This design comes from an exercise in tuning for small area and a short achievable clock period on the open sky130 flow, not from production work.
RTL that was checked went through simulation tests only; none was proved equivalent to the original.
Only the layout flow was run in runs 1, 4 and 5; the RTL was not checked for function there.

==> design/flow/design.v <==
package mdu_pkg;
  typedef enum logic [3:0] {
    MDU_MULT  = 4'd1,
    MDU_MULTU = 4'd2,
    MDU_DIV   = 4'd3,
    MDU_DIVU  = 4'd4,
    MDU_MTHI  = 4'd5,
    MDU_MTLO  = 4'd6
  } mdu_op_e;
  typedef enum logic {
    S_IDLE = 1'b0,
    S_RUN  = 1'b1
  } mdu_state_e;
  localparam int unsigned MULT_CYCLES_DEF = 5;
  localparam int unsigned DIV_CYCLES_DEF  = 10;
endpackage
module mdu_booth_row (
  input  logic        ext_i,     
  input  logic        cin_i,     
  input  logic [32:0] acc_i,
  input  logic [32:0] m_i,
  input  logic [2:0]  y_i,
  output logic [32:0] acc_o,
  output logic [1:0]  p_o
);
  logic        neg, one, two;
  logic [34:0] a, mx, mx2, b, s;
  assign neg = y_i[2];
  assign one = y_i[1] ^ y_i[0];
  assign two = (y_i[2] & ~y_i[1] & ~y_i[0]) | (~y_i[2] & y_i[1] & y_i[0]);
  assign a   = {ext_i, ext_i, acc_i};
  assign mx  = {m_i[32], m_i[32], m_i};
  assign mx2 = {m_i[32], m_i, 1'b0};
  assign b   = (({35{one}} & mx) | ({35{two}} & mx2)) ^ {35{neg}};
  genvar k;
  generate
    for (k = 0; k < 35; k++) begin : g_fa
      logic ci, co;
      if (k == 0) begin : g_first
        assign ci = neg | cin_i;
      end else begin : g_next
        assign ci = g_fa[k-1].co;
      end
      assign s[k] = a[k] ^ b[k] ^ ci;
      assign co   = (a[k] & b[k]) | (a[k] & ci) | (b[k] & ci);
    end
  endgenerate
  assign acc_o = s[34:2];
  assign p_o   = s[1:0];
endmodule
module mdu_booth_step (
  input  logic [32:0] acc_i,
  input  logic [32:0] m_i,
  input  logic [6:0]  y_i,
  input  logic        sel_i,
  input  logic [32:0] acc2_i,
  input  logic        cin2_i,
  output logic [34:0] s2_o,
  output logic [32:0] acc_o,
  output logic [5:0]  p_o
);
  logic [32:0] a1, a2, b2;
  assign b2 = ({33{sel_i}} & acc2_i) | ({33{~sel_i}} & a2);
  mdu_booth_row u_r0 (.ext_i(acc_i[32]), .cin_i(1'b0), .acc_i(acc_i), .m_i(m_i), .y_i(y_i[2:0]), .acc_o(a1), .p_o(p_o[1:0]));
  mdu_booth_row u_r1 (.ext_i(a1[32]), .cin_i(1'b0), .acc_i(a1), .m_i(m_i), .y_i(y_i[4:2]), .acc_o(a2), .p_o(p_o[3:2]));
  mdu_booth_row u_r2 (.ext_i(a2[32] & ~sel_i), .cin_i(cin2_i), .acc_i(b2), .m_i(m_i), .y_i(y_i[6:4]), .acc_o(acc_o), .p_o(p_o[5:4]));
  assign s2_o = {acc_o, p_o[5:4]};
endmodule
module mdu_div_row (
  input  logic [31:0] r_i,
  input  logic        d_i,
  input  logic [31:0] x_i,
  input  logic        cin_i,
  output logic [31:0] r_o,
  output logic        q_o
);
  logic [32:0] p, t;
  assign p = {r_i, d_i};
  genvar k;
  generate
    for (k = 0; k < 32; k++) begin : g_fa
      logic ci, co;
      if (k == 0) begin : g_first
        assign ci = cin_i;
      end else begin : g_next
        assign ci = g_fa[k-1].co;
      end
      assign t[k] = p[k] ^ x_i[k] ^ ci;
      assign co   = (p[k] & x_i[k]) | (p[k] & ci) | (x_i[k] & ci);
    end
  endgenerate
  assign t[32] = ~(p[32] ^ g_fa[31].co);
  assign q_o = p[32] | g_fa[31].co;
  assign r_o = ({32{q_o}} & t[31:0]) | ({32{~q_o}} & p[31:0]);
endmodule
module mdu_div_step (
  input  logic [31:0] r_i,
  input  logic [2:0]  d_i,
  input  logic [31:0] x_i,
  input  logic        cin_i,
  output logic [31:0] r_o,
  output logic [2:0]  q_o
);
  logic [31:0] r1, r2;
  mdu_div_row u_r0 (.r_i(r_i), .d_i(d_i[2]), .x_i(x_i), .cin_i(cin_i), .r_o(r1),  .q_o(q_o[2]));
  mdu_div_row u_r1 (.r_i(r1),  .d_i(d_i[1]), .x_i(x_i), .cin_i(cin_i), .r_o(r2),  .q_o(q_o[1]));
  mdu_div_row u_r2 (.r_i(r2),  .d_i(d_i[0]), .x_i(x_i), .cin_i(cin_i), .r_o(r_o), .q_o(q_o[0]));
endmodule
module mdu_cneg (
  input  logic        en_i,
  input  logic [31:0] x_i,
  output logic [31:0] y_o
);
  genvar k;
  generate
    for (k = 0; k < 32; k++) begin : g_bit
      logic any_o;
      if (k == 0) begin : g_first
        assign y_o[k] = x_i[k];
        assign any_o  = x_i[k];
      end else begin : g_next
        assign y_o[k] = x_i[k] ^ (en_i & g_bit[k-1].any_o);
        assign any_o  = g_bit[k-1].any_o | x_i[k];
      end
    end
  endgenerate
endmodule
module mdu_ctrl #(
  parameter int unsigned MULT_CYCLES = mdu_pkg::MULT_CYCLES_DEF,
  parameter int unsigned DIV_CYCLES  = mdu_pkg::DIV_CYCLES_DEF
) (
  input  logic        clk,
  input  logic        reset,
  input  logic        start,
  input  logic [3:0]  op,
  input  logic [31:0] rs,
  input  logic [31:0] rt,
  input  logic        out_sel,
  input  logic        flush,
  output logic        busy,
  output logic [31:0] out
);
  logic        busy_q;
  logic [3:0]  cnt_q;
  logic        div_q;      
  logic        smul_q;     
  logic        aneg_q;     
  logic        cin_q;      
  logic        yprev_q;    
  logic [32:0] x_q;        
  logic [32:0] a_q;        
  logic [31:0] q_q;        
  logic [31:0] hi_q, lo_q;
  logic        op_mul, op_div, op_smul, op_sdiv, accept;
  logic        qneg, wr;
  logic        aneg, bneg;
  logic        last, fin, hold, mmode;
  logic [32:0] x_d, acc_in, acc_o;
  logic [34:0] s2;
  logic        dsel;
  logic [6:0]  y_in;
  logic [5:0]  p_o;
  logic        dq3;
  logic [31:0] r3, r4;
  logic [2:0]  dq_o;
  logic        neg_en;
  logic [31:0] neg_in, neg_out;
  assign op_mul  = (op == mdu_pkg::MDU_MULT) || (op == mdu_pkg::MDU_MULTU);
  assign op_div  = (op == mdu_pkg::MDU_DIV)  || (op == mdu_pkg::MDU_DIVU);
  assign op_smul = (op == mdu_pkg::MDU_MULT);
  assign op_sdiv = (op == mdu_pkg::MDU_DIV);
  assign accept  = start & ~flush & ~busy_q;
  assign aneg    = op_sdiv & rs[31];
  assign bneg    = op_sdiv & rt[31];
  assign last  = (cnt_q == 4'(MULT_CYCLES - 1));
  assign fin   = busy_q & (div_q ? (cnt_q == 4'(DIV_CYCLES - 1)) : last);
  assign hold  = cnt_q[3];
  assign mmode = busy_q ? ~div_q : ~op_div;
  assign x_d = busy_q ? x_q
             : {op_div | (op_smul & rt[31]), rt ^ {32{op_div & ~bneg}}};
  assign qneg = aneg_q ^ ~cin_q;
  assign wr   = ~(cin_q & (&x_q[31:0]));
  mdu_div_step u_div (
    .r_i   (a_q[31:0]),
    .d_i   (q_q[31:29]),
    .x_i   (x_q[31:0]),
    .cin_i (cin_q),
    .r_o   (r3),
    .q_o   (dq_o)
  );
  assign dsel   = busy_q & div_q;
  assign acc_in = busy_q ? a_q : 33'd0;
  assign y_in   = ~busy_q ? {rs[5:0] & {6{~op_div}}, 1'b0}
                : div_q ? 7'b0010000
                : last ? {{4{smul_q & q_q[1]}}, q_q[1:0], yprev_q}
                : {q_q[5:0], yprev_q};
  mdu_booth_step u_mul (
    .acc_i (acc_in),
    .m_i   (x_d),
    .y_i   (y_in),
    .sel_i (dsel),
    .acc2_i({r3, q_q[28]}),
    .cin2_i(dsel & cin_q),
    .s2_o  (s2),
    .acc_o (acc_o),
    .p_o   (p_o)
  );
  assign dq3 = ~s2[33];
  assign r4  = ({32{dq3}} & s2[31:0]) | ({32{~dq3}} & {r3[30:0], q_q[28]});
  assign neg_in = ~busy_q ? rs : ((div_q & cnt_q[0]) ? a_q[31:0] : q_q);
  assign neg_en = ~busy_q ? aneg : (cnt_q[0] ? aneg_q : qneg);
  mdu_cneg u_neg (.en_i(neg_en), .x_i(neg_in), .y_o(neg_out));
  always_ff @(posedge clk) begin
    x_q <= x_d;
    if (!busy_q) begin
      cnt_q   <= 4'd0;
      div_q   <= op_div;
      smul_q  <= op_smul;
      aneg_q  <= aneg;
      cin_q   <= ~bneg;
    end else begin
      cnt_q   <= cnt_q + 4'd1;
    end
    yprev_q <= busy_q ? q_q[5] : rs[5];
    if (!busy_q || !div_q) begin
      a_q <= acc_o;
    end else if (!hold) begin
      a_q <= {acc_o[32], r4};    
    end
    if (mmode) begin
      q_q <= {p_o, neg_out[31:6]};
    end else if (busy_q && !hold) begin
      q_q <= {q_q[27:0], dq_o, dq3};
    end else begin
      q_q <= neg_out;
    end
  end
  always_ff @(posedge clk) begin
    if (reset) begin
      busy_q <= 1'b0;
      hi_q   <= 32'd0;
      lo_q   <= 32'd0;
    end else if (!busy_q) begin
      busy_q <= accept & (op_mul | op_div);
      if (accept && op == mdu_pkg::MDU_MTHI) hi_q <= neg_out;
      if (accept && op == mdu_pkg::MDU_MTLO) lo_q <= neg_out;
    end else if (fin) begin
      busy_q <= 1'b0;
      if (!div_q) begin
        hi_q <= {acc_o[27:0], p_o[5:2]};
        lo_q <= {p_o[1:0], q_q[31:2]};
      end else if (wr) begin
        hi_q <= neg_out;
        lo_q <= q_q;
      end
    end
  end
  assign out  = out_sel ? lo_q : hi_q;
  assign busy = busy_q;
endmodule
==> design/flow/flow/run.sh <==
#!/bin/bash
# Layout flow: the standard flow (standard.sh) with three changes:
#  - synthesis maps with flow/abc_area.script, an area-oriented ABC script,
#  - synthesis skips Yosys's early generic ABC pass (SYNTH_ARGS=-noabc), so
#    the full adders written in the RTL reach extract_fa as written,
#  - the port buffers are buf_1 cells,
#  - clock tree synthesis uses clkbuf_4/clkbuf_8, larger sink clusters and no
#    dummy loads.
# Every tool's output stays in the ORFS logs under orfs/logs; make's own output
# goes to flow_make.log.
set -euo pipefail
rm -rf scripts_local
cp -r "$FLOW_HOME/scripts" scripts_local
cp flow/abc_area.script scripts_local/abc_area.script
bash standard.sh SCRIPTS_DIR="$PWD/scripts_local" SYNTH_ARGS=-noabc \
  "BUFFER_PORTS_ARGS=-buffer_cell sky130_fd_sc_hd__buf_1" \
  "CTS_ARGS=-sink_clustering_enable -repair_clock_nets -dont_use_dummy_load -buf_list {sky130_fd_sc_hd__clkbuf_4 sky130_fd_sc_hd__clkbuf_8} -sink_clustering_size 30 -sink_clustering_max_diameter 100" \
  finish > flow_make.log 2>&1
==> design/flow/flow/abc_area.script <==
strash
&get -n
&st
&dch
&nf -R 1000
&put
strash
&get -n
&st
&dch
&nf -R 1000
&put
==> design/flow/standard.sh <==
#!/bin/bash
# synth_recipe.tcl (not shown) runs the flow's synth.tcl, then flattens the netlist and writes it again
# the make line also repeats each setting of config.mk as NAME=value (left out here)
make -C /OpenROAD-flow-scripts/flow DESIGN_CONFIG=/design/flow/config.mk WORK_HOME=/design/flow/orfs CLKGATE_MAP_FILE= SYNTH_SCRIPT=/design/flow/synth_recipe.tcl "${@:-finish}"
==> design/flow/config.mk <==
export PLATFORM = sky130hd
export DESIGN_NAME = mdu_ctrl
export DESIGN_NICKNAME = mdu_ctrl
export VERILOG_FILES = /design/flow/design.v
export SDC_FILE = /design/flow/constraint.sdc
export NUM_CORES = 4
export LEC_CHECK = 0
export ABC_AREA = 1
export CAP_MARGIN = 20
export CORE_MARGIN = 2
export CORE_UTILIZATION = 40
export SLEW_MARGIN = 20
==> design/flow/constraint.sdc <==
create_clock -name core_clock -period 150.0 [get_ports {clk}]
set_input_delay 30.0000 -clock core_clock [delete_from_list [all_inputs] [get_ports {clk}]]
set_output_delay 30.0000 -clock core_clock [all_outputs]
set_load 0.01 [all_outputs]
==> summary.md, run 1 <==
| Metric | Value |
|---|---|
| Status | no timing/DRC/antenna violations |
| Drt drc | 0 |
| Post-synthesis compound-gate area fraction | 0.206 |
| Register clock-pin slew on the reported worst setup and hold paths | 0.07 ns |
| Crit Reg-Reg Startpoint | cin_q |
| Final critical-path required period | 61.19 ns |
| Largest net degree at the start of global routing | 73 |
| Post-synth EDFFs | 37 |
| Setup total negative slack | 0 ns |
| Layout cells sized above 1 | 0.0416 |
| Tightest Hold Check Type | register to register |
| Worst R2R Path Depth | 139 |
| Core ar. | 39500 um2 |
| I/O Buffers | 105 |
| Critical path arrival | 31.19 ns |
| Final Worst Setup Slack | 88.81 ns |
| Die width | 203 um |
| Via count | 14100 |
| Ys async rst share | 0 |
| Avg WL per Cell | 22.7 um |
| CP Cell Sequence | clkbuf_2, mux2_1, buf_1 |
| Die area | 41300 um2 |
| Global-route wire length before repair | 84700 um |
| Setup crit end | out[14] |
| Gr ovfl total | 0 |
| Multiplexer share of the synthesized area | 0.0867 |
| Period Utilization, post-route | 0.408 |
| Max-cap violations | 0 |
| Max incr delay on CP | 0.65 ns |
| Tightest Pin Transition | 0.882 ns |
| FILL cells | 3923 |
| Fin nets | 2127 |
| Num Clock Sinks | 172 |
| Pins Over Slew Limit | 0 |
| Dpl ws | 88.77 ns |
| Synth top area share | 0.249 |
| Stages on worst setup path | 3 |
| Number of buffers and inverters on the critical path | 2 |
| Synth Register Bits | 172 |
| Yosys top cell by area | fa_1 |
| Max Fclk | 0.0163 GHz |
| Root buf cell | clkbuf_8 |
| Vias in the first global route | 14200 |
| Crit path capture type | primary output |
| Combinational family with the most area after synthesis | adder cells |
| Drt total wl | 53900 um |
| Synth Area in Adders | 0.253 |
| Post-Synthesis Cells | 1692 |
| Clock latency on the worst-skew pair | 0.53 ns |
| Layout area overhead | 10.5% |
| CP delay by family, top | buffers and inverters |
| Ys Warns | 1 |
| Synth area leaders | fa_1 (25%), dfxtp_1 (17%), edfxtp_1 (7.0%), a21oi_1 (6.8%), mux2_1 (6.6%) |
| DP Area | 17300 um2 |
| CP startpoint | out_sel |
| IO Pins | 106 |
| Netlist Area Pre-Place | 15900 um2 |
| Total CTS buffers | 17 |
| Syn Area/Cell | 9.39 um2 |
| Placed cell count | 2357 |
| Worst EP required | 120.00 ns |
| Simple-gate area share of the yosys netlist | 0.111 |
| Post-CTS Setup Inserts | 0 |
| Clock skew | 0.0322 ns |
| Post_cts resized | 0 |
| Top-count cell post-synth | a21oi_1 |
| Startpoint class of the critical path | input port |
| Hold slack | 0.488 ns |
| GP Congestion | 0.910 |
| Crit path max fanout | 32 |
| Starting DRT DRC Count | 1184 |
| Mapped Nets | 1968 |
| DPL Wire Length | 39400 um |
| Initial antenna violation count | 0 |
| DRT Pass-1 Iters | 6 |
| Vias per inst | 5.95 |
| Initial Util | 0.403 |
| Finished Layout Cells | 2374 |
| RSZ-0062 raised after global routing | false |
| Final setup viols | 0 |
| Die height | 203 um |
| Reg-to-Reg End | a_q[29] |
| Post-synth top cells | a21oi_1 (217), nor2_1 (199), fa_1 (198) |
| CTS Hold Bufs | 0 |
| CTS tree | yes |
| Total global routing track utilization | 0.266 |
| Hold depth | 2 |
| CTS Buffer Depth | 2 |
| Synth Flop Type | dfxtp_1 |
| Diode count | 0 |
| Post-synth cell types | 39 |
| Fin area | 17600 um2 |
| Critical path's slowest cell | clkbuf_2 |
| Final hold violations | 0 |
| Sequential area share after synthesis | 0.240 |
| Path type of the worst setup path | input port to primary output |
| Rel. slew slack | 0.407 |
| H-tree lvl count | 4 |
| Site row count | 73 |
| R2R setup slack | 89.07 ns |
| Antenna-violating nets left | 0 |
| Xor/xnor cell area share of the yosys netlist | 0.0920 |
-- cell type report --
cell class,instances,area [um2],share of cell area
Multi-Input combinational cell,1472,12000,0.684
Sequential cell,172,3820,0.217
Timing Repair Buffer,140,659,0.0376
Tap cell,525,657,0.0374
Clock buffer,17,234,0.0133
Inverter,48,180,0.0103
-- state kept, by name, summed over array words and instances (netlist names) --
| name | cells |
|---|---|
| cnt_q | 4 |
| busy_q | 1 |
| lo_q | 32 |
| x_q | 33 |
| yprev_q | 1 |
| q_q | 32 |
| hi_q | 32 |
| div_q | 1 |
| aneg_q | 1 |
| smul_q | 1 |
| cin_q | 1 |
| a_q | 33 |
-- routing by layer --
| layer | track usage | vias up | wire length, um |
|---|---|---|---|
| met4 | 0.100 | 0 | 1550 |
| met2 | 0.420 | 629 | 24800 |
| met1 | 0.365 | 7004 | 23600 |
| li1 | - | 6403 | - |
| met5 | 0 | - | 0 |
| met3 | 0.0476 | 92 | 3980 |
-- cell families (layout without fill, tap and decap cells) --
family | Yosys count | in the layout
flip-flops | 172 | 172
adder cells (fa/ha/maj) | 203 | 203
XOR/XNOR | 167 | 167
AO/OA/AOI/OAI | 567 | 567
AND/OR/NAND/NOR | 409 | 409
multiplexers | 126 | 126
buffers and inverters | 48 | 205
-- worst min-delay path by stage --
stage / from / slack (ns) / endpoint
floorplan: hi_q[1] / 0.45 / hi_q[1]
global placement: hi_q[20] / 0.46 / hi_q[20]
detailed placement: hi_q[14] / 0.47 / hi_q[14]
CTS: hi_q[14] / 0.49 / hi_q[14]
global route: lo_q[21] / 0.51 / lo_q[21]
finish: hi_q[21] / 0.49 / hi_q[21]
-- cells in the final DEF (no fill, tap or decap), types with 35 or more instances in the layout --
| cell type | netlist | routed |
|---|---|---|
| fa_1 | 198 | 198 |
| o21ai_0 | 144 | 139 |
| edfxtp_1 | 37 | 37 |
| mux2_1 | 93 | 93 |
| clkinv_1 | 48 | 48 |
| xnor2_1 | 78 | 78 |
| a21oi_1 | 217 | 215 |
| xor2_1 | 89 | 86 |
| nor2_1 | 199 | 196 |
| buf_4 | 0 | 35 |
| buf_1 | 0 | 103 |
| nand2_1 | 107 | 106 |
| and2_0 | 39 | 38 |
| o22ai_1 | 100 | 100 |
| dfxtp_1 | 135 | 134 |
-- tightest hold or removal path, delay by kind of cell, from the launching register on --
kind | cells | cell delay [ns]
AOI/OAI and AO/OA | 1 | 0.06
and+or+nand+nor | 1 | 0.07
DFF | 1 | 0.33
-- per-stage QoR --
stage / utilization
after floorplan: -
after global routing: 0.445
final: 0.445
after CTS: 0.445
after detailed placement: 0.439
after global placement: 0.439
==> run 2: changes to the inputs <==
--- a/design/flow/design.v
+++ b/design/flow/design.v
@@ -148,10 +148,11 @@
   logic        cin_q;      
   logic        yprev_q;    
-  logic [32:0] x_q;        
+  logic [31:0] x_q;        
+  logic        wr_q;       
   logic [32:0] a_q;        
   logic [31:0] q_q;        
   logic [31:0] hi_q, lo_q;
   logic        op_mul, op_div, op_smul, op_sdiv, accept;
-  logic        qneg, wr;
+  logic        qneg;
   logic        aneg, bneg;
   logic        last, fin, hold, mmode;
@@ -177,12 +178,11 @@
   assign hold  = cnt_q[3];
   assign mmode = busy_q ? ~div_q : ~op_div;
-  assign x_d = busy_q ? x_q
+  assign x_d = busy_q ? {div_q | (smul_q & x_q[31]), x_q}
              : {op_div | (op_smul & rt[31]), rt ^ {32{op_div & ~bneg}}};
   assign qneg = aneg_q ^ ~cin_q;
-  assign wr   = ~(cin_q & (&x_q[31:0]));
   mdu_div_step u_div (
     .r_i   (a_q[31:0]),
     .d_i   (q_q[31:29]),
-    .x_i   (x_q[31:0]),
+    .x_i   (x_q),
     .cin_i (cin_q),
     .r_o   (r3),
@@ -208,9 +208,13 @@
   assign dq3 = ~s2[33];
   assign r4  = ({32{dq3}} & s2[31:0]) | ({32{~dq3}} & {r3[30:0], q_q[28]});
-  assign neg_in = ~busy_q ? rs : ((div_q & cnt_q[0]) ? a_q[31:0] : q_q);
+  assign neg_in = ~busy_q ? rs : ((div_q & cnt_q[0]) ? x_q : q_q);
   assign neg_en = ~busy_q ? aneg : (cnt_q[0] ? aneg_q : qneg);
   mdu_cneg u_neg (.en_i(neg_en), .x_i(neg_in), .y_o(neg_out));
   always_ff @(posedge clk) begin
-    x_q <= x_d;
+    if (busy_q && div_q && hold && !cnt_q[0]) begin
+      x_q <= a_q[31:0];
+    end else begin
+      x_q <= x_d[31:0];
+    end
     if (!busy_q) begin
       cnt_q   <= 4'd0;
@@ -218,4 +222,5 @@
       smul_q  <= op_smul;
       aneg_q  <= aneg;
+      wr_q    <= (rt != 32'd0);
       cin_q   <= ~bneg;
     end else begin
@@ -225,5 +230,5 @@
     if (!busy_q || !div_q) begin
       a_q <= acc_o;
-    end else if (!hold) begin
+    end else begin
       a_q <= {acc_o[32], r4};    
     end
@@ -250,5 +255,5 @@
         hi_q <= {acc_o[27:0], p_o[5:2]};
         lo_q <= {p_o[1:0], q_q[31:2]};
-      end else if (wr) begin
+      end else if (wr_q) begin
         hi_q <= neg_out;
         lo_q <= q_q;
--- a/design/flow/flow/run.sh
+++ b/design/flow/flow/run.sh
@@ -1,4 +1,4 @@
 #!/bin/bash
-# Layout flow: the standard flow (standard.sh) with three changes:
+# Layout flow: the standard flow (standard.sh) with these changes:
 #  - synthesis maps with flow/abc_area.script, an area-oriented ABC script,
 #  - synthesis skips Yosys's early generic ABC pass (SYNTH_ARGS=-noabc), so
==> design/flow/flow/abc_area.script (replaced) <==
strash
&get -n
&st
&dch
&nf -R 1000
&put
strash
dch
amap
strash
dch
amap
==> run 2 against run 1 <==
Net effect:
- non-clock buffer count rose by 4
- sequential share of layout area is 1.2 points lower
- area after synthesis fell by 3.3%
- register-to-register slack got worse by 0.42 ns
- first-iteration DRC count increased by 63%
- synthesized cell count grew 13%
- still clean
- die area decreased by 3.2%
- hold slack worse by 0.037 ns
- via count rose by 14%
- clock-buffer cell count did not move
==> summary.md, run 2 <==
| Metric | Value |
|---|---|
| Total CTS buffers | 17 (unchanged) |
| Hold depth | 2 (unchanged) |
| Largest net degree at the start of global routing | 72 (-1.4%) |
| Most frequent cells in the layout | o22ai_1 (287), o21ai_0 (281), nand2_1 (245), fa_1 (198), nor2_1 (195) |
| Most common cell after layout, fill and taps aside | o22ai_1 |
| Final critical-path required period | 61.53 ns (+0.333 ns) |
| Gr ovfl total | 0 (unchanged) |
| Tightest Hold Check Type | register to register |
| DPL Wire Length | 42600 um (+8.2%) |
| Top-count cell post-synth | o22ai_1 |
| Synth area leaders | fa_1 (26%), dfxtp_1 (22%), o22ai_1 (12%), o21ai_0 (9.2%), nand2_1 (6.0%) |
| GP Congestion | 0.902 (-0.80%) |
| M3 GR Usage | 0.0506 (+0.00295) |
| Vias per inst | 6.26 (+5.2%) |
| CTS Hold Bufs | 0 (unchanged) |
| Drt total wl | 58700 um (+9.0%) |
| Final hold violations | 0 (unchanged) |
| Initial antenna violation count | 0 (unchanged) |
| Ys async rst share | 0 (unchanged) |
| Setup total negative slack | 0 ns (unchanged) |
| Pins Over Slew Limit | 0 (unchanged) |
| H-tree lvl count | 4 (unchanged) |
| Crit path max fanout | 50 (+56%) |
| Initial Util | 0.407 (+0.00425) |
| Die width | 200 um (-1.6%) |
| Layout area overhead | 10.9% |
| Syn Area/Cell | 8.04 um2 (-14%) |
| Synth Register Bits | 172 (unchanged) |
| CTS Buffer Depth | 2 (unchanged) |
| Post-synth cell types | 36 (-7.7%) |
| IO Pins | 106 (unchanged) |
| Final setup viols | 0 (unchanged) |
| Vias in the first global route | 15600 (+9.3%) |
| Post-CTS Setup Inserts | 0 (unchanged) |
| Core ar. | 37800 um2 (-4.3%) |
| Antenna-violating nets left | 0 (unchanged) |
| Register clock-pin slew on the reported worst setup and hold paths | 0.07 ns (about the same) |
| Netlist Area Pre-Place | 15400 um2 (-3.3%) |
| Total global routing track utilization | 0.300 (+0.0334) |
| Post-synth top cells | o22ai_1 (288), o21ai_0 (284), nand2_1 (245) |
| Synth Flop Type | dfxtp_1 |
| RSZ-0062 raised after global routing | false |
| CTS tree | yes |
| GR Util met2 | 0.466 (+0.0458) |
| Ys Warns | 1 (unchanged) |
| FILL cells | 3870 (-1.4%) |
| Yosys top cell by area | fa_1 |
| Avg WL per Cell | 22.7 um (+0.15%) |
| Startpoint class of the critical path | input port |
| I/O Buffers | 105 (unchanged) |
| Critical path arrival | 31.53 ns (+0.34 ns) |
| Tightest Pin Transition | 1.02 ns (+0.136 ns) |
| Max Fclk | 0.0163 GHz (-0.54%) |
| Post-Synthesis Cells | 1911 (+13%) |
| Busiest grt layer | met2 |
| Synth top area share | 0.258 (+0.00853) |
| Status | no timing/DRC/antenna violations |
| Site row count | 71 (-2.7%) |
| DRT Pass-1 Iters | 6 (unchanged) |
| Fin nets | 2350 (+10%) |
| Post-synth EDFFs | 5 (-86%) |
| Max-cap violations | 0 (unchanged) |
| Worst R2R Path Depth | 145 (+4.3%) |
| Starting DRT DRC Count | 1929 (+63%) |
| Period Utilization, post-route | 0.410 (+0.00222) |
| Die height | 200 um (-1.6%) |
| Global-route wire length before repair | 91100 um (+7.6%) |
| Drt drc | 0 (unchanged) |
| Clock skew | 0.0256 ns (-0.00652 ns) |
| Top reg by flops | a_q |
| Max reg flops | 33 |
| Path type of the worst setup path | input port to primary output |
| Clock latency on the worst-skew pair | 0.51 ns (-0.02 ns) |
| Diode count | 0 (unchanged) |
| Num Clock Sinks | 172 (unchanged) |
| Sequential area share after synthesis | 0.227 (-0.0126) |
| Crit path capture type | primary output |
| Die area | 40000 um2 (-3.2%) |
| Rel. slew slack | 0.317 (-0.0894) |
| Layout cells sized above 1 | 0.0372 (-0.00448) |
| Post_cts resized | 0 (unchanged) |
| Via count | 16200 (+14%) |
| Mapped Nets | 2187 (+11%) |
| Met1 Use GR | 0.424 (+0.0589) |
| Root buf cell | clkbuf_8 |
| Worst EP required | 120.00 ns (about the same) |
## run 2: kinds of logic (layout without fill, tap and decap cells)
logic type,after synthesis,after routing,synth area share
compound gates,862,862,0.339
simple gates,491,491,0.127
flops,172,172,0.227
buf+inv,183,344,0.0447
fa+ha+maj,203,203,0.262
## run 2: critical path, cell delays in order
cell	delay [ns]
buf_1	0.40
clkinv_1	0.36
buf_4	0.36
o21ai_0	0.23
buf_1	0.17
## run 2: metal layers
metal  vias up  part of all wire
li1       7394                 -
met1      7823              0.43
met2       847              0.45
met3       112             0.090
met4         0             0.027
met5         -                 0
## run 2: area by class of cell
type / instances / area, um2 / share of cell area
inverters: 183 / 689 / 0.0404
flip-flops and latches: 172 / 3490 / 0.205
clock buffers: 17 / 234 / 0.0137
multi-input cells: 1556 / 11300 / 0.663
repair buffers: 144 / 696 / 0.0408
well taps: 511 / 639 / 0.0375
## run 2: path summary, 6_finish.rpt
| check | startpoint | slack (ns) | endpoint |
|---|---|---|---|
| worst min register to register | lo_q[18] | 0.45 | lo_q[18] |
| worst min-delay path | lo_q[18] | 0.45 | lo_q[18] |
| worst max register to register | cin_q | 88.65 | a_q[12] |
| worst max-delay path | out_sel | 88.47 | out[9] |
## run 2: stage by stage
stage	util	setup WS [ns]	std cells	hold slack, ns	cell area [um2]
CTS	0.451	88.33	2582	0.452	17000
floorplan	-	86.03	1911	0.417	15400
global placement	0.445	88.56	2565	0.433	16800
global route	0.452	86.80	2583	0.471	17000
detailed placement	0.445	88.47	2565	0.437	16800
finish	0.452	88.47	2583	0.451	17000
==> run 3: changes to the inputs <==
==> design/flow/flow/abc_area.script (replaced) <==
strash
&get -n
&st
&dch
&nf -R 1000
&put
strash
&get -n
&st
&dch
&nf -R 1000
&put
==> run 3 against run 2 <==
Net effect:
- register-to-register slack improved by 0.40 ns
- maximum frequency rose by 0.56%
- critical path type unchanged
- critical endpoint is now out[17]
- largest cell class unchanged
==> summary.md, run 3 <==
| Metric | Value |
|---|---|
| Status | no timing/DRC/antenna violations |
| Ys Warns | 1 (unchanged) |
| Max Fclk | 0.0163 GHz (+0.56%) |
| DP Area | 17100 um2 (+1.9%) |
| Core ar. | 38600 um2 (+2.4%) |
| Final Worst Setup Slack | 88.82 ns (+0.345 ns) |
| Hold depth | 2 (unchanged) |
| Die width | 202 um (+1.0%) |
| CTS Buffer Depth | 2 (unchanged) |
| Die height | 202 um (+1.0%) |
| Post-CTS Setup Inserts | 0 (unchanged) |
| I/O Buffers | 105 (unchanged) |
| Layout cells sized above 1 | 0.0418 (+0.00462) |
| Register clock-pin slew on the reported worst setup and hold paths | 0.06 ns (about the same) |
| Post-Synthesis Cells | 1709 (-11%) |
| Synth Register Bits | 172 (unchanged) |
| Clock latency on the worst-skew pair | 0.51 ns (about the same) |
| Root buf cell | clkbuf_8 |
| Syn Area/Cell | 9.18 um2 (+14%) |
| Final setup viols | 0 (unchanged) |
| GP Congestion | 0.938 (+4.0%) |
| Total CTS buffers | 17 (unchanged) |
| R2R setup slack | 89.05 ns (+0.40 ns) |
| Via count | 14500 (-11%) |
| Drt total wl | 54300 um (-7.5%) |
| CTS tree | yes |
| Top reg by flops | a_q |
| Most common cell after layout, fill and taps aside | a21oi_1 |
| Crit path capture type | primary output |
| Die area | 40800 um2 (+2.0%) |
| Clock skew | 0.0303 ns (+0.00463 ns) |
| Fin area | 17400 um2 (+1.9%) |
| Top-count cell post-synth | a21oi_1 |
| Ys async rst share | 0 (unchanged) |
| Hold path start | hi_q[21] |
| Most frequent cells in the layout | a21oi_1 (244), nor2_1 (229), fa_1 (198), dfxtp_1 (166), o21ai_0 (140) |
| Period Utilization, post-route | 0.408 (-0.00230) |
| Mapped Nets | 1985 (-9.2%) |
| RSZ-0062 raised after global routing | false |
| Initial antenna violation count | 0 (unchanged) |
| Synth top area share | 0.253 (-0.00525) |
| Tightest Hold Check Type | register to register |
| Drt drc | 0 (unchanged) |
| Reg-to-Reg End | a_q[28] |
| Num Clock Sinks | 172 (unchanged) |
| Largest net degree at the start of global routing | 66 (-8.3%) |
| Synth Flop Type | dfxtp_1 |
| Pins Over Slew Limit | 0 (unchanged) |
| Tightest Pin Transition | 0.984 ns (-0.0343 ns) |
| IO Pins | 106 (unchanged) |
| Site row count | 72 (+1.4%) |
| Synth area leaders | fa_1 (25%), dfxtp_1 (21%), a21oi_1 (7.9%), mux2_1 (6.7%), xnor2_1 (6.3%) |
| Vias in the first global route | 14500 (-7.0%) |
| Max-cap violations | 0 (unchanged) |
| H-tree lvl count | 4 (unchanged) |
| CP startpoint | out_sel |
| Final critical-path required period | 61.18 ns (-0.345 ns) |
| Critical path arrival | 31.18 ns (-0.35 ns) |
| DRT Pass-1 Iters | 5 (-1) |
| Avg WL per Cell | 22.8 um (+0.12%) |
| Worst EP required | 120.00 ns (about the same) |
| Setup total negative slack | 0 ns (unchanged) |
| Initial Util | 0.406 (-0.00114) |
| Rel. slew slack | 0.342 (+0.0246) |
| DPL Wire Length | 40200 um (-5.8%) |
| Post_cts resized | 0 (unchanged) |
| Sequential area share after synthesis | 0.223 (-0.00462) |
| Global-route wire length before repair | 86400 um (-5.1%) |
| Yosys top cell by area | fa_1 |
| Post-synth cell types | 40 (+11%) |
| Path type of the worst setup path | input port to primary output |
| Hold Path End | hi_q[21] |
| Dpl ws | 88.80 ns (+0.330 ns) |
| Post-synth EDFFs | 5 (unchanged) |
| Gr ovfl total | 0 (unchanged) |
| Fin nets | 2145 (-8.7%) |
| Vias per inst | 6.06 (-3.2%) |
| Crit path max fanout | 32 (-36%) |
| Post-synth top cells | a21oi_1 (247), nor2_1 (234), fa_1 (198) |
| Crit Reg-Reg Startpoint | cin_q |
| Starting DRT DRC Count | 1426 (-26%) |
| Startpoint class of the critical path | input port |
| Hold slack | 0.489 ns (+0.0380 ns) |
| Netlist Area Pre-Place | 15700 um2 (+2.1%) |
| Total global routing track utilization | 0.271 (-0.0281) |
| CTS Hold Bufs | 0 (unchanged) |
| Worst R2R Path Depth | 139 (-4.1%) |
| Layout area overhead | 10.7% |
| Final hold violations | 0 (unchanged) |
| Antenna-violating nets left | 0 (unchanged) |
| Max reg flops | 33 (unchanged) |
-- run 3: through the flow --
stage           util  std cells
2_1_floorplan      -       1709
6_report       0.449       2386
5_1_grt        0.449       2385
3_3_place_gp   0.443       2368
4_1_cts        0.449       2385
3_5_place_dp   0.443       2368
-- run 3: worst max-delay path, cell delays in order --
cell,delay (ns)
clkbuf_2,0.63
mux2_1,0.40
buf_1,0.13
-- run 3: cell type report --
type                       count  area (um2)
fill                        3831       21300
multi-input combinational   1525       12300
sequential                   172        3500
timing repair buffer         141         667
tap                          518         648
clock buffer                  17         234
inverter                      12        45.0
antenna                        1        2.50
-- run 3: worst max-delay path by stage --
stage / endpoint / slack, ns
2_1_floorplan: a_q[10] / 88.44
3_3_place_gp: out[26] / 88.84
3_5_place_dp: out[21] / 88.80
4_1_cts: out[1] / 88.79
5_1_grt: a_q[28] / 87.22
6_report: out[17] / 88.82
-- run 3: cell families (layout without fill, tap and decap cells) --
logic type / count (synthesis) / in the layout / synth area share
buffers and inverters: 12 / 170 / 0.00287
DFF: 172 / 172 / 0.223
AOI/OAI and AO/OA: 600 / 600 / 0.220
and+or+nand+nor: 430 / 430 / 0.118
xor gates and xnor gates: 166 / 166 / 0.0927
other: 0 / 1 / 0
adders and majority gates: 203 / 203 / 0.257
muxes: 126 / 126 / 0.0879
-- run 3: routing by layer --
layer,vias up,share of wire,wire length (um),track usage
met5,-,0,0,0
met4,0,0.017,920,0.0604
met3,62,0.089,4830,0.0634
met2,638,0.45,24500,0.423
met1,7256,0.44,24000,0.383
li1,6514,-,-,-
==> run 4: changes to the inputs <==
--- a/design/flow/design.v
+++ b/design/flow/design.v
@@ -165,5 +165,5 @@
   logic [31:0] r3, r4;
   logic [2:0]  dq_o;
-  logic        neg_en;
+  logic        neg_en, nsel_rs, nsel_x, nsel_q;
   logic [31:0] neg_in, neg_out;
   assign op_mul  = (op == mdu_pkg::MDU_MULT) || (op == mdu_pkg::MDU_MULTU);
@@ -208,5 +208,8 @@
   assign dq3 = ~s2[33];
   assign r4  = ({32{dq3}} & s2[31:0]) | ({32{~dq3}} & {r3[30:0], q_q[28]});
-  assign neg_in = ~busy_q ? rs : ((div_q & cnt_q[0]) ? x_q : q_q);
+  assign nsel_rs = ~reset & ~busy_q;
+  assign nsel_x  = ~reset & busy_q & div_q & cnt_q[0];
+  assign nsel_q  = ~reset & busy_q & ~(div_q & cnt_q[0]);
+  assign neg_in  = ({32{nsel_rs}} & rs) | ({32{nsel_x}} & x_q) | ({32{nsel_q}} & q_q);
   assign neg_en = ~busy_q ? aneg : (cnt_q[0] ? aneg_q : qneg);
   mdu_cneg u_neg (.en_i(neg_en), .x_i(neg_in), .y_o(neg_out));
@@ -244,19 +247,23 @@
     if (reset) begin
       busy_q <= 1'b0;
-      hi_q   <= 32'd0;
-      lo_q   <= 32'd0;
     end else if (!busy_q) begin
       busy_q <= accept & (op_mul | op_div);
-      if (accept && op == mdu_pkg::MDU_MTHI) hi_q <= neg_out;
-      if (accept && op == mdu_pkg::MDU_MTLO) lo_q <= neg_out;
     end else if (fin) begin
       busy_q <= 1'b0;
-      if (!div_q) begin
-        hi_q <= {acc_o[27:0], p_o[5:2]};
-        lo_q <= {p_o[1:0], q_q[31:2]};
-      end else if (wr_q) begin
-        hi_q <= neg_out;
-        lo_q <= q_q;
-      end
+    end
+  end
+  always_ff @(posedge clk) begin
+    if (reset || (!busy_q && accept && op == mdu_pkg::MDU_MTHI) ||
+        (fin && div_q && wr_q)) begin
+      hi_q <= neg_out;
+    end else if (fin && !div_q) begin
+      hi_q <= {acc_o[27:0], p_o[5:2]};
+    end
+    if (reset || (!busy_q && accept && op == mdu_pkg::MDU_MTLO)) begin
+      lo_q <= neg_out;
+    end else if (fin && !div_q) begin
+      lo_q <= {p_o[1:0], q_q[31:2]};
+    end else if (fin && wr_q) begin
+      lo_q <= q_q;
     end
   end
==> design/flow/flow/abc_area.script (replaced) <==
strash
&get -n
&st
&dch
&nf -R 1000
&put
strash
dch
amap
strash
dch
amap
==> run 4 against run 3 <==
Net effect:
- register-to-register slack got worse by 1.9 ns
- maximum frequency fell by 2.7%
- clock skew rose by 0.0099 ns
- first-iteration DRC count rose by 30%
- flip-flop and latch count did not move
- still clean on timing, DRC and antenna
- area after synthesis fell by 2.9%
==> summary.md, run 4 <==
| Metric | Value |
|---|---|
| Die area | 39700 um2 (-2.8%) |
| Status | no timing/DRC/antenna violations |
| Setup crit end | a_q[30] |
| Max Fclk | 0.0159 GHz (-2.7%) |
| Layout cells sized above 1 | 0.0424 (+0.000581) |
| Synth Flop Type | dfxtp_1 |
| Yosys top cell by area | fa_1 |
| Via count | 15000 (+3.4%) |
| Ys async rst share | 0 (unchanged) |
| Most common cell on crit path | fa_1 |
| Syn Area/Cell | 8.95 um2 (-2.5%) |
| Critical path's slowest cell | clkinv_1 |
| Initial Util | 0.405 (-0.000498) |
| Mapped Nets | 1979 (-0.30%) |
| Final setup viols | 0 (unchanged) |
| Number of buffers and inverters on the critical path | 10 (+8) |
| Worst EP required | 150.40 ns (+30.40 ns) |
| RSZ-0062 raised after global routing | false |
| Antenna-violating nets left | 0 (unchanged) |
| I/O Buffers | 105 (unchanged) |
| Stages on worst setup path | 148 (+145) |
| Top reg by flops | a_q |
| Ys Warns | 1 (unchanged) |
| Worst R2R Path Depth | 148 (+6.5%) |
| Post-synth cell types | 33 (-18%) |
| Num Clock Sinks | 172 (unchanged) |
| Die height | 199 um (-1.4%) |
| Crit Reg-Reg Startpoint | cin_q |
| Clock skew | 0.0402 ns (+0.00989 ns) |
| Starting DRT DRC Count | 1849 (+30%) |
| Synth area leaders | fa_1 (26%), edfxtp_1 (14%), dfxtp_1 (14%), o22ai_1 (9.3%), o21ai_0 (8.1%) |
| CTS Buffer Depth | 2 (unchanged) |
| Fin nets | 2143 (-0.093%) |
| Period Utilization, post-route | 0.419 (+0.0113) |
| Max-cap violations | 0 (unchanged) |
| Post_cts resized | 0 (unchanged) |
| Tightest Hold Check Type | register to register |
| Synth top area share | 0.260 (+0.00751) |
| Post-synth top cells | o21ai_0 (246), o22ai_1 (226), fa_1 (198) |
| Register clock-pin slew on the reported worst setup and hold paths | 0.11 ns (+0.05 ns) |
| Sequential area share after synthesis | 0.271 (+0.0487) |
| Largest net degree at the start of global routing | 70 (+6.1%) |
| Pins Over Slew Limit | 0 (unchanged) |
| Global-route wire length before repair | 85600 um (-0.93%) |
| Layout area overhead | 11.4% |
| Clock latency on the worst-skew pair | 0.52 ns (about the same) |
| R2R setup slack | 87.13 ns (-1.92 ns) |
| Root buf cell | clkbuf_8 |
| Most frequent cells in the layout | o21ai_0 (245), o22ai_1 (225), fa_1 (198), nor2_1 (189), nand2_1 (184) |
| Gr ovfl total | 0 (unchanged) |
| CTS tree | yes |
| Vias in the first global route | 14400 (-0.46%) |
| Post-Synthesis Cells | 1703 (-0.35%) |
| Netlist Area Pre-Place | 15200 um2 (-2.9%) |
| DRT Pass-1 Iters | 9 (+4) |
| CP delay by family, top | adder cells |
| Total CTS buffers | 17 (unchanged) |
| Die width | 199 um (-1.4%) |
| Total global routing track utilization | 0.286 (+0.0144) |
| Drt drc | 0 (unchanged) |
| Post-synth EDFFs | 69 (+64) |
| Site row count | 71 (-1.4%) |
| CP startpoint | cin_q |
| Final hold violations | 0 (unchanged) |
| Avg WL per Cell | 23.6 um (+3.8%) |
| Vias per inst | 6.30 (+3.9%) |
| Crit path max fanout | 61 (+91%) |
| Path type of the worst setup path | register to register |
| Core ar. | 37600 um2 (-2.8%) |
| Reg-to-Reg End | a_q[30] |
| Max reg flops | 33 (unchanged) |
| CTS Hold Bufs | 0 (unchanged) |
| Crit path capture type | register |
| Synth Register Bits | 172 (unchanged) |
| Initial antenna violation count | 0 (unchanged) |
| DPL Wire Length | 40500 um (+0.82%) |
| Top-count cell post-synth | o21ai_0 |
| Setup total negative slack | 0 ns (unchanged) |
| Most common cell after layout, fill and taps aside | o21ai_0 |
| Rel. slew slack | 0.232 (-0.110) |
| GP Congestion | 0.926 (-1.3%) |
| IO Pins | 106 (unchanged) |
| Max incr delay on CP | 0.80 ns (+0.17 ns) |
| Diode count | 0 (-1) |
| Post-CTS Setup Inserts | 0 (unchanged) |
| Placed cell count | 2358 (-0.42%) |
| Drt total wl | 56100 um (+3.4%) |
| Critical path arrival | 63.27 ns (+32.09 ns) |
| Tightest Pin Transition | 1.14 ns (+0.161 ns) |
| Startpoint class of the critical path | register |
| Finished Layout Cells | 2376 (-0.42%) |
| Final critical-path required period | 62.87 ns (+1.69 ns) |
| H-tree lvl count | 4 (unchanged) |
[run 4: cell types whose count changed after synthesis, moves of 64 or more]
cell / delta
edfxtp_1: +64
clkinv_1: +128
xnor2_1: -113
dfxtp_1: -64
mux2_1: -94
o22ai_1: +128
nand2_1: +93
a21oi_1: -150
o21ai_0: +103
[run 4: final cells by class]
cell class	count	area, um2
clock buffers	17	234
fillers	3702	20600
inverters	140	526
multi-input cells	1391	10700
flip-flops and latches	172	4140
well taps	511	639
repair buffers	145	722
[run 4: cell families after synthesis]
group | count (synthesis) | share of synthesized area
fa+ha+maj | 203 | 0.264
simple gates | 422 | 0.111
flops | 172 | 0.271
compound gates | 766 | 0.319
buf+inv | 140 | 0.0345
[run 4: metrics by stage]
stage / worst slack [ns] / hold WS [ns] / instance area (um2) / utilization
after floorplan: 84.95 / 0.457 / 15200 / -
after CTS: 86.96 / 0.514 / 17000 / 0.451
after detailed placement: 87.10 / 0.509 / 16700 / 0.445
after global placement: 87.42 / 0.504 / 16700 / 0.444
after global routing: 85.11 / 0.532 / 17000 / 0.452
final: 87.13 / 0.507 / 17000 / 0.452
[run 4: worst min path at each step]
stage / from / endpoint / slack, ns / cells past startpoint
2_1_floorplan: cnt_q[0] / cnt_q[0] / 0.46 / 1
3_3_place_gp: cnt_q[2] / cnt_q[2] / 0.50 / 1
3_5_place_dp: cnt_q[3] / cnt_q[3] / 0.51 / 1
4_1_cts: a_q[0] / x_q[0] / 0.51 / 2
5_1_grt: a_q[0] / x_q[0] / 0.53 / 2
6_report: a_q[0] / x_q[0] / 0.51 / 2
[run 4: per-layer routing]
layer,global-route usage,share of wire
met1,0.393,0.42
met2,0.446,0.45
met3,0.0576,0.095
met4,0.104,0.033
met5,0,0
[run 4: worst register-to-register path: cells and delay by family (launching register included)]
kind	cells	cell delay, ns
compound gates	8	1.58
fa+ha+maj	127	56.12
buf+inv	10	3.47
flops	1	0.56
simple gates	3	1.06
==> run 5: changes to the inputs <==
--- a/design/flow/flow/run.sh
+++ b/design/flow/flow/run.sh
@@ -14,5 +14,5 @@
 cp flow/abc_area.script scripts_local/abc_area.script
 bash standard.sh SCRIPTS_DIR="$PWD/scripts_local" SYNTH_ARGS=-noabc \
-  "BUFFER_PORTS_ARGS=-buffer_cell sky130_fd_sc_hd__buf_1" \
+  "BUFFER_PORTS_ARGS=-buffer_cell sky130_fd_sc_hd__buf_1" SETUP_SLACK_MARGIN=88.7 \
   "CTS_ARGS=-sink_clustering_enable -repair_clock_nets -dont_use_dummy_load -buf_list {sky130_fd_sc_hd__clkbuf_4 sky130_fd_sc_hd__clkbuf_8} -sink_clustering_size 30 -sink_clustering_max_diameter 100" \
   finish > flow_make.log 2>&1
==> run 5 against run 4 <==
Net effect:
- still clean
- routed wire length rose by 0.39%
- maximum frequency rose by 2.8%
- clock skew fell by 0.010 ns
- hold slack improved by 0.015 ns
- area after synthesis did not move
- global-route usage barely moved
- register-to-register slack improved by 3.5 ns
- synthesized cell count did not move
- clock-buffer cell count did not move
==> summary.md, run 5 <==
| Metric | Value |
|---|---|
| Max Fclk | 0.0164 GHz (+2.8%) |
| Max incr delay on CP | 0.35 ns (-0.45 ns) |
| Ys Warns | 1 (unchanged) |
| Final hold violations | 0 (unchanged) |
| Max reg flops | 33 (unchanged) |
| Sequential area share after synthesis | 0.271 (unchanged) |
| Crit path capture type | primary output |
| Site row count | 71 (unchanged) |
| Most common cell on crit path | buf_1 |
| Syn Area/Cell | 8.95 um2 (unchanged) |
| IO Pins | 106 (unchanged) |
| GP Congestion | 0.897 (-3.1%) |
| Antenna-violating nets left | 0 (unchanged) |
| Largest net degree at the start of global routing | 70 (unchanged) |
| Area of the multi-input gates | 10700 um2 (+0.25%) |
| Synth Register Bits | 172 (unchanged) |
| Synth area leaders | fa_1 (26%), edfxtp_1 (14%), dfxtp_1 (14%), o22ai_1 (9.3%), o21ai_0 (8.1%) |
| Clock latency on the worst-skew pair | 0.50 ns (-0.02 ns) |
| Netlist Area Pre-Place | 15200 um2 (unchanged) |
| Startpoint class of the critical path | input port |
| Dpl ws | 87.88 ns (+0.779 ns) |
| Initial Util | 0.405 (unchanged) |
| Most frequent cells in the layout | o21ai_0 (244), o22ai_1 (225), fa_1 (194), nor2_1 (187), nand2_1 (184) |
| Post-synth top cells | o21ai_0 (246), o22ai_1 (226), fa_1 (198) |
| Drt total wl | 56400 um (+0.39%) |
| Synth Flop Type | dfxtp_1 |
| Post-Synthesis Cells | 1703 (unchanged) |
| Rel. slew slack | 0.310 (+0.0784) |
| Top-count cell post-synth | o21ai_0 |
| Drt drc | 0 (unchanged) |
| Layout area overhead | 12.7% |
| Placed cell count | 2354 (-0.17%) |
| Path type of the worst setup path | input port to primary output |
| Final critical-path required period | 61.16 ns (-1.72 ns) |
| Most common cell after layout, fill and taps aside | o21ai_0 |
| DPL Wire Length | 41100 um (+1.6%) |
| Root buf cell | clkbuf_8 |
| Critical path arrival | 31.16 ns (-32.11 ns) |
| Mapped Nets | 1979 (unchanged) |
| Die width | 199 um (unchanged) |
| Post-synth EDFFs | 69 (unchanged) |
| Clock skew | 0.0301 ns (-0.0100 ns) |
| Sequential Area | 4140 um2 (unchanged) |
| CP Cell Sequence | buf_1, buf_4, clkinv_4, a22o_1, buf_1 |
| Vias in the first global route | 14300 (-0.44%) |
| DRT Pass-1 Iters | 7 (-2) |
| Fin nets | 2153 (+0.47%) |
| Register clock-pin slew on the reported worst setup and hold paths | 0.10 ns (about the same) |
| Vias per inst | 6.31 (about the same) |
| Finished Layout Cells | 2386 (+0.42%) |
| I/O Buffers | 105 (unchanged) |
| Die height | 199 um (unchanged) |
| Final setup viols | 0 (unchanged) |
| Max-cap violations | 0 (unchanged) |
| FILL cells | 3739 (+1.0%) |
| Synth top area share | 0.260 (unchanged) |
| Avg WL per Cell | 23.6 um (about the same) |
| Worst EP required | 120.00 ns (-30.40 ns) |
| Final Worst Setup Slack | 88.84 ns (+1.72 ns) |
| CTS Buffer Depth | 2 (unchanged) |
| Tightest Pin Transition | 1.03 ns (-0.117 ns) |
| Top reg by flops | a_q |
| Core ar. | 37600 um2 (unchanged) |
| CTS tree | yes |
| Total global routing track utilization | 0.285 (-0.000477) |
| Crit path max fanout | 33 (-46%) |
| Gr ovfl total | 0 (unchanged) |
| Ys async rst share | 0 (unchanged) |
| Pins Over Slew Limit | 0 (unchanged) |
| Initial antenna violation count | 0 (unchanged) |
| RSZ-0062 raised after global routing | false |
| Yosys top cell by area | fa_1 |
| Status | no timing/DRC/antenna violations |
| Die area | 39700 um2 (unchanged) |
| Diode count | 0 (unchanged) |
| Period Utilization, post-route | 0.408 (-0.0114) |
| Layout cells sized above 1 | 0.0539 (+0.0115) |
| H-tree lvl count | 4 (unchanged) |
| Setup total negative slack | 0 ns (unchanged) |
| Total CTS buffers | 17 (unchanged) |
| CTS Hold Bufs | 0 (unchanged) |
| Tightest Hold Check Type | register to register |
| Critical path's slowest cell | buf_4 |
| Num Clock Sinks | 172 (unchanged) |
| Global-route wire length before repair | 85500 um (about the same) |
| Post-synth cell types | 33 (unchanged) |
| Via count | 15000 (+0.51%) |
| Starting DRT DRC Count | 1871 (+1.2%) |
==> run 5: changes by cell type in the layout (fill, tap and decap cells not counted), moves of 2 or more <==
cell       before  now
nor2_1        189  187
bufinv_16       0    2
fa_1          198  194
buf_4          38   43
fa_2            0    4
clkinv_1      139  134
clkinv_2        0    2
==> run 5: final timing paths <==
check	slack, ns	from	end	cells after the start
setup reg to reg	90.61	cin_q	a_q[30]	146
setup / recovery	88.84	out_sel	out[8]	5
hold reg to reg	0.52	cnt_q[3]	cnt_q[3]	1
hold / removal	0.52	cnt_q[3]	cnt_q[3]	1
==> run 5: metrics by stage <==
stage | hold WS, ns | utilization | cell area (um2)
finish | 0.522 | 0.457 | 17200
floorplan | 0.457 | - | 15300
global route | 0.540 | 0.457 | 17200
CTS | 0.521 | 0.451 | 16900
global placement | 0.496 | 0.444 | 16700
detailed placement | 0.500 | 0.444 | 16700
==> run 5: timing repair <==
| item | CTS | global route |
|---|---|---|
| gates cloned | 0 | 3 |
| setup endpoints to repair | 63 | 34 |
| setup buffers | 0 | 11 |
| resized for setup | 5 | 25 |
| pin swaps | 0 | 2 |
==> run 5: cell type report <==
| class | instances | share of cell area |
|---|---|---|
| multi-input combinational | 1391 | 0.626 |
| timing repair buffer | 153 | 0.0475 |
| sequential | 172 | 0.241 |
| clock buffer | 17 | 0.0136 |
| timing repair inverter | 2 | 0.000801 |
| tap | 511 | 0.0372 |
| inverter | 140 | 0.0345 |
==> run 5: critical path, delay by kind of cell <==
family | cells | cell delay, ns
buffers and inverters | 4 | 0.86
AO/OA/AOI/OAI | 1 | 0.28
==> run 5: kinds of logic (layout without fill, tap and decap cells) <==
group / count (synthesis) / in the layout / share of synthesized area
AO/OA/AOI/OAI: 766 / 766 / 0.319
adder cells (fa/ha/maj): 203 / 203 / 0.264
buffers and inverters: 140 / 312 / 0.0345
AND/OR/NAND/NOR: 422 / 422 / 0.111
flip-flops: 172 / 172 / 0.271
==> run 5: routing by layer <==
metal,up-vias,global-route usage,part of all wire
met1,7263,0.396,0.41
met3,111,0.0478,0.10
met5,-,0,0
li1,6804,-,-
met2,868,0.451,0.46
met4,0,0.0992,0.032
==> run 6: changes to the inputs <==
--- a/design/flow/design.v
+++ b/design/flow/design.v
@@ -22,5 +22,6 @@
   input  logic [2:0]  y_i,
   output logic [32:0] acc_o,
-  output logic [1:0]  p_o
+  output logic [1:0]  p_o,
+  output logic        c33_o      
 );
   logic        neg, one, two;
@@ -48,4 +49,5 @@
   assign acc_o = s[34:2];
   assign p_o   = s[1:0];
+  assign c33_o = g_fa[32].co;
 endmodule
 module mdu_booth_step (
@@ -57,12 +59,14 @@
   input  logic        cin2_i,
   output logic [34:0] s2_o,
+  output logic        c33_o,     
   output logic [32:0] acc_o,
   output logic [5:0]  p_o
 );
   logic [32:0] a1, a2, b2;
+  logic        c33_0, c33_1;
   assign b2 = ({33{sel_i}} & acc2_i) | ({33{~sel_i}} & a2);
-  mdu_booth_row u_r0 (.ext_i(acc_i[32]), .cin_i(1'b0), .acc_i(acc_i), .m_i(m_i), .y_i(y_i[2:0]), .acc_o(a1), .p_o(p_o[1:0]));
-  mdu_booth_row u_r1 (.ext_i(a1[32]), .cin_i(1'b0), .acc_i(a1), .m_i(m_i), .y_i(y_i[4:2]), .acc_o(a2), .p_o(p_o[3:2]));
-  mdu_booth_row u_r2 (.ext_i(a2[32] & ~sel_i), .cin_i(cin2_i), .acc_i(b2), .m_i(m_i), .y_i(y_i[6:4]), .acc_o(acc_o), .p_o(p_o[5:4]));
+  mdu_booth_row u_r0 (.ext_i(acc_i[32]), .cin_i(1'b0), .acc_i(acc_i), .m_i(m_i), .y_i(y_i[2:0]), .acc_o(a1), .p_o(p_o[1:0]), .c33_o(c33_0));
+  mdu_booth_row u_r1 (.ext_i(a1[32]), .cin_i(1'b0), .acc_i(a1), .m_i(m_i), .y_i(y_i[4:2]), .acc_o(a2), .p_o(p_o[3:2]), .c33_o(c33_1));
+  mdu_booth_row u_r2 (.ext_i(a2[32] & ~sel_i), .cin_i(cin2_i), .acc_i(b2), .m_i(m_i), .y_i(y_i[6:4]), .acc_o(acc_o), .p_o(p_o[5:4]), .c33_o(c33_o));
   assign s2_o = {acc_o, p_o[5:4]};
 endmodule
@@ -159,5 +163,5 @@
   logic [32:0] x_d, acc_in, acc_o;
   logic [34:0] s2;
-  logic        dsel;
+  logic        dsel, c33;
   logic [6:0]  y_in;
   logic [5:0]  p_o;
@@ -203,8 +207,9 @@
     .cin2_i(dsel & cin_q),
     .s2_o  (s2),
+    .c33_o (c33),
     .acc_o (acc_o),
     .p_o   (p_o)
   );
-  assign dq3 = ~s2[33];
+  assign dq3 = c33;
   assign r4  = ({32{dq3}} & s2[31:0]) | ({32{~dq3}} & {r3[30:0], q_q[28]});
   assign nsel_rs = ~reset & ~busy_q;
--- a/design/flow/flow/run.sh
+++ b/design/flow/flow/run.sh
@@ -14,5 +14,5 @@
 cp flow/abc_area.script scripts_local/abc_area.script
 bash standard.sh SCRIPTS_DIR="$PWD/scripts_local" SYNTH_ARGS=-noabc \
-  "BUFFER_PORTS_ARGS=-buffer_cell sky130_fd_sc_hd__buf_1" SETUP_SLACK_MARGIN=88.7 \
+  "BUFFER_PORTS_ARGS=-buffer_cell sky130_fd_sc_hd__buf_1" SETUP_SLACK_MARGIN=89.3 \
   "CTS_ARGS=-sink_clustering_enable -repair_clock_nets -dont_use_dummy_load -buf_list {sky130_fd_sc_hd__clkbuf_4 sky130_fd_sc_hd__clkbuf_8} -sink_clustering_size 30 -sink_clustering_max_diameter 100" \
   finish > flow_make.log 2>&1
==> run 6 against run 5 <==
Net effect:
- non-clock buffer count is 13 higher
- first-iteration DRC count down 4.7%
- synthesized cell count decreased by 0.35%
- final cell count rose by 0.29%
- design area rose by 1.6%
- routed wire length up 0.75%
- clock skew is 0.0049 ns lower
- via count is essentially flat
- worst setup slack better by 0.40 ns
- maximum frequency up 0.65%
- critical path type unchanged
- largest cell class unchanged
==> summary.md, run 6 <==
| Metric | Value |
|---|---|
| Layout area overhead | 14.3% |
| Initial antenna violation count | 1 (+1) |
| Crit path max fanout | 6 (-82%) |
| Top reg by flops | a_q |
| Die width | 199 um (+0.10%) |
| Global-route wire length before repair | 85200 um (-0.41%) |
| I/O Buffers | 105 (unchanged) |
| Sequential Area | 4140 um2 (unchanged) |
| Most common cell after layout, fill and taps aside | o22ai_1 |
| Vias per inst | 6.29 (-0.25%) |
| Post-synth top cells | o22ai_1 (259), nor2_1 (254), fa_1 (198) |
| Sequential area share after synthesis | 0.271 (-0.000556) |
| Final setup viols | 0 (unchanged) |
| Avg WL per Cell | 23.7 um (+0.45%) |
| Die area | 39700 um2 (+0.20%) |
| Final Worst Setup Slack | 89.24 ns (+0.396 ns) |
| Drt drc | 0 (unchanged) |
| Crit path capture type | primary output |
| Largest net degree at the start of global routing | 72 (+2.9%) |
| Fin nets | 2160 (+0.33%) |
| Diode count | 0 (unchanged) |
| Layout cells sized above 1 | 0.0744 (+0.0205) |
| Via count | 15100 (+0.047%) |
| Total global routing track utilization | 0.287 (+0.00156) |
| Starting DRT DRC Count | 1783 (-4.7%) |
| Mapped Nets | 1973 (-0.30%) |
| Worst EP required | 120.00 ns (about the same) |
| RSZ-0062 raised after global routing | true |
| Drt total wl | 56800 um (+0.75%) |
| Critical path arrival | 30.76 ns (-0.40 ns) |
| Path type of the worst setup path | input port to primary output |
| Hold path start | cnt_q[2] |
| Netlist Area Pre-Place | 15300 um2 (+0.21%) |
| Clock latency on the worst-skew pair | 0.49 ns (about the same) |
| H-tree lvl count | 4 (unchanged) |
| Syn Area/Cell | 9.00 um2 (+0.56%) |
| Hold depth | 1 (unchanged) |
| Root buf cell | clkbuf_8 |
| Clock skew | 0.0253 ns (-0.00485 ns) |
| Finished Layout Cells | 2393 (+0.29%) |
| DPL Wire Length | 40600 um (-1.4%) |
| Core ar. | 37700 um2 (+0.24%) |
| CTS Buffer Depth | 2 (unchanged) |
| Die height | 199 um (+0.10%) |
| Final hold violations | 0 (unchanged) |
| Max reg flops | 33 (unchanged) |
| CTS tree | yes |
| Ys Warns | 1 (unchanged) |
| Max Fclk | 0.0165 GHz (+0.65%) |
| Setup total negative slack | 0 ns (unchanged) |
| Most frequent cells in the layout | o22ai_1 (256), nor2_1 (248), fa_1 (197), o21ai_0 (160), nand2_1 (150) |
| Crit Reg-Reg Startpoint | cin_q |
| Worst R2R Path Depth | 141 (-3.4%) |
| Post-synth cell types | 35 (+6.1%) |
| Total CTS buffers | 17 (unchanged) |
| Synth Register Bits | 172 (unchanged) |
| Register clock-pin slew on the reported worst setup and hold paths | 0.08 ns (-0.02 ns) |
| Startpoint class of the critical path | input port |
| Post-synth EDFFs | 69 (unchanged) |
| Final critical-path required period | 60.76 ns (-0.396 ns) |
| Vias in the first global route | 14100 (-1.9%) |
| Initial Util | 0.405 (about the same) |
| DRT Pass-1 Iters | 9 (+2) |
| Max-cap violations | 0 (unchanged) |
| Antenna-violating nets left | 0 (unchanged) |
| Fin util | 0.463 (+0.00613) |
| Gr ovfl total | 0 (unchanged) |
| GP Congestion | 0.929 (+3.6%) |
| Rel. slew slack | 0.320 (+0.00911) |
| Period Utilization, post-route | 0.405 (-0.00264) |
| Placed cell count | 2351 (-0.13%) |
| Top-count cell post-synth | o22ai_1 |
| Ys async rst share | 0 (unchanged) |
| Site row count | 71 (unchanged) |
| Tightest Pin Transition | 1.01 ns (-0.0136 ns) |
| Synth area leaders | fa_1 (26%), edfxtp_1 (14%), dfxtp_1 (14%), o22ai_1 (11%), nor2_1 (6.2%) |
| CP startpoint | out_sel |
| Pins Over Slew Limit | 0 (unchanged) |
| FILL cells | 3758 (+0.51%) |
| IO Pins | 106 (unchanged) |
| Status | no timing/DRC/antenna violations |
| Yosys top cell by area | fa_1 |
| Tightest Hold Check Type | register to register |
| Post-Synthesis Cells | 1697 (-0.35%) |
| Area of the multi-input gates | 10900 um2 (+1.5%) |
| Synth top area share | 0.260 (-0.000533) |
| Dpl ws | 88.44 ns (+0.557 ns) |
| Synth Flop Type | dfxtp_1 |
| Num Clock Sinks | 172 (unchanged) |
[run 6: cell types whose count changed in the layout (fill, tap and decap cells not counted), moves of 19 or more]
cell / change
nor2_1: +61
nand2_1: -34
clkbuf_2: +24
a21oi_1: +42
o221ai_1: -28
o22ai_1: +31
buf_1: -29
o32ai_1: +19
o21ai_0: -84
clkinv_1: -37
[run 6: logic make-up (layout without fill, tap and decap cells)]
kind of cell / Yosys count / after routing / synth area share
adders and majority gates: 203 / 203 / 0.264
buffers and inverters: 104 / 289 / 0.0256
AOI/OAI and AO/OA: 751 / 751 / 0.315
and+or+nand+nor: 467 / 467 / 0.125
DFF: 172 / 172 / 0.271
[run 6: area by class of cell]
| cell class | count | area share |
|---|---|---|
| Clock buffer | 17 | 0.0134 |
| Tap cell | 511 | 0.0366 |
| Timing Repair inverter | 2 | 0.00122 |
| Sequential cell | 172 | 0.237 |
| Multi-Input combinational cell | 1421 | 0.625 |
| Timing Repair Buffer | 166 | 0.0617 |
| Inverter | 104 | 0.0250 |
[run 6: metrics by stage]
step / hold WS (ns) / instance area, um2
2_1_floorplan: 0.457 / 15300
3_3_place_gp: 0.500 / 16700
3_5_place_dp: 0.504 / 16700
4_1_cts: 0.516 / 17200
5_1_grt: 0.549 / 17400
6_report: 0.512 / 17400
[run 6: critical path, stage by stage]
cell and delay [ns]:
buf_12 0.11, buf_12 0.15, buf_4 0.15, a22o_1 0.21, clkbuf_2 0.13
[run 6: routing by layer]
layer,track usage,vias up,routed length (um)
met4,0.103,2,1820
met2,0.445,811,25700
li1,-,6858,-
met3,0.0635,116,5660
met1,0.394,7266,23500
met5,0,-,14
[run 6: worst paths after layout]
path / end / slack (ns)
max reg2reg: a_q[31] / 90.93
max: out[11] / 89.24
min: cnt_q[2] / 0.51
min reg2reg: cnt_q[2] / 0.51
[run 6: timing repair]
| action | 4_1_cts | 5_1_grt |
|---|---|---|
| pin swaps | 1 | 1 |
| buffers inserted | 5 | 13 |
| setup endpoints to repair | 66 | 66 |
| resized for setup | 21 | 43 |
| cloned | 3 | 3 |
| hold buffers | 0 | 0 |

afterwards: timing with drivers on the ports:
The results above use ideal ports. As a check the final layouts listed here were re-extracted and re-timed, cells and wires unchanged. Step 1 (the two cells are an assumption about what drives the block):
set clk [get_ports {clk}]
set_driving_cell -lib_cell sky130_fd_sc_hd__clkbuf_16 $clk
set_driving_cell -lib_cell sky130_fd_sc_hd__buf_2 [delete_from_list [all_inputs] $clk]
Step 2 times the ports against the registers' clock, not the clock port: input delays grow and output delays shrink by t, the midpoint of the rising clock arrivals with the driver on. Slacks: ideal / step 1 / step 2; pairs: ideal / step 1.
run | shift t [ns] | setup WS [ns] | pins driven straight from the clock port
run 1 | 0.554 | 88.806 / 88.783 / 88.783 | 1
run 2 | 0.542 | 88.473 / 88.449 / 88.449 | 1
run 3 | 0.544 | 88.819 / 88.797 / 88.797 | 1
run 4 | 0.547 | 87.129 / 87.129 / 87.129 | 1
run 5 | 0.538 | 88.844 / 88.815 / 88.815 | 1
run 6 | 0.534 | 89.240 / 89.191 / 89.191 | 1
After both steps setup and hold are still met in every run listed. For run 6, which loses most, drivers alone change the setup slack by -0.049 ns; drivers and shift together by -0.049 ns.
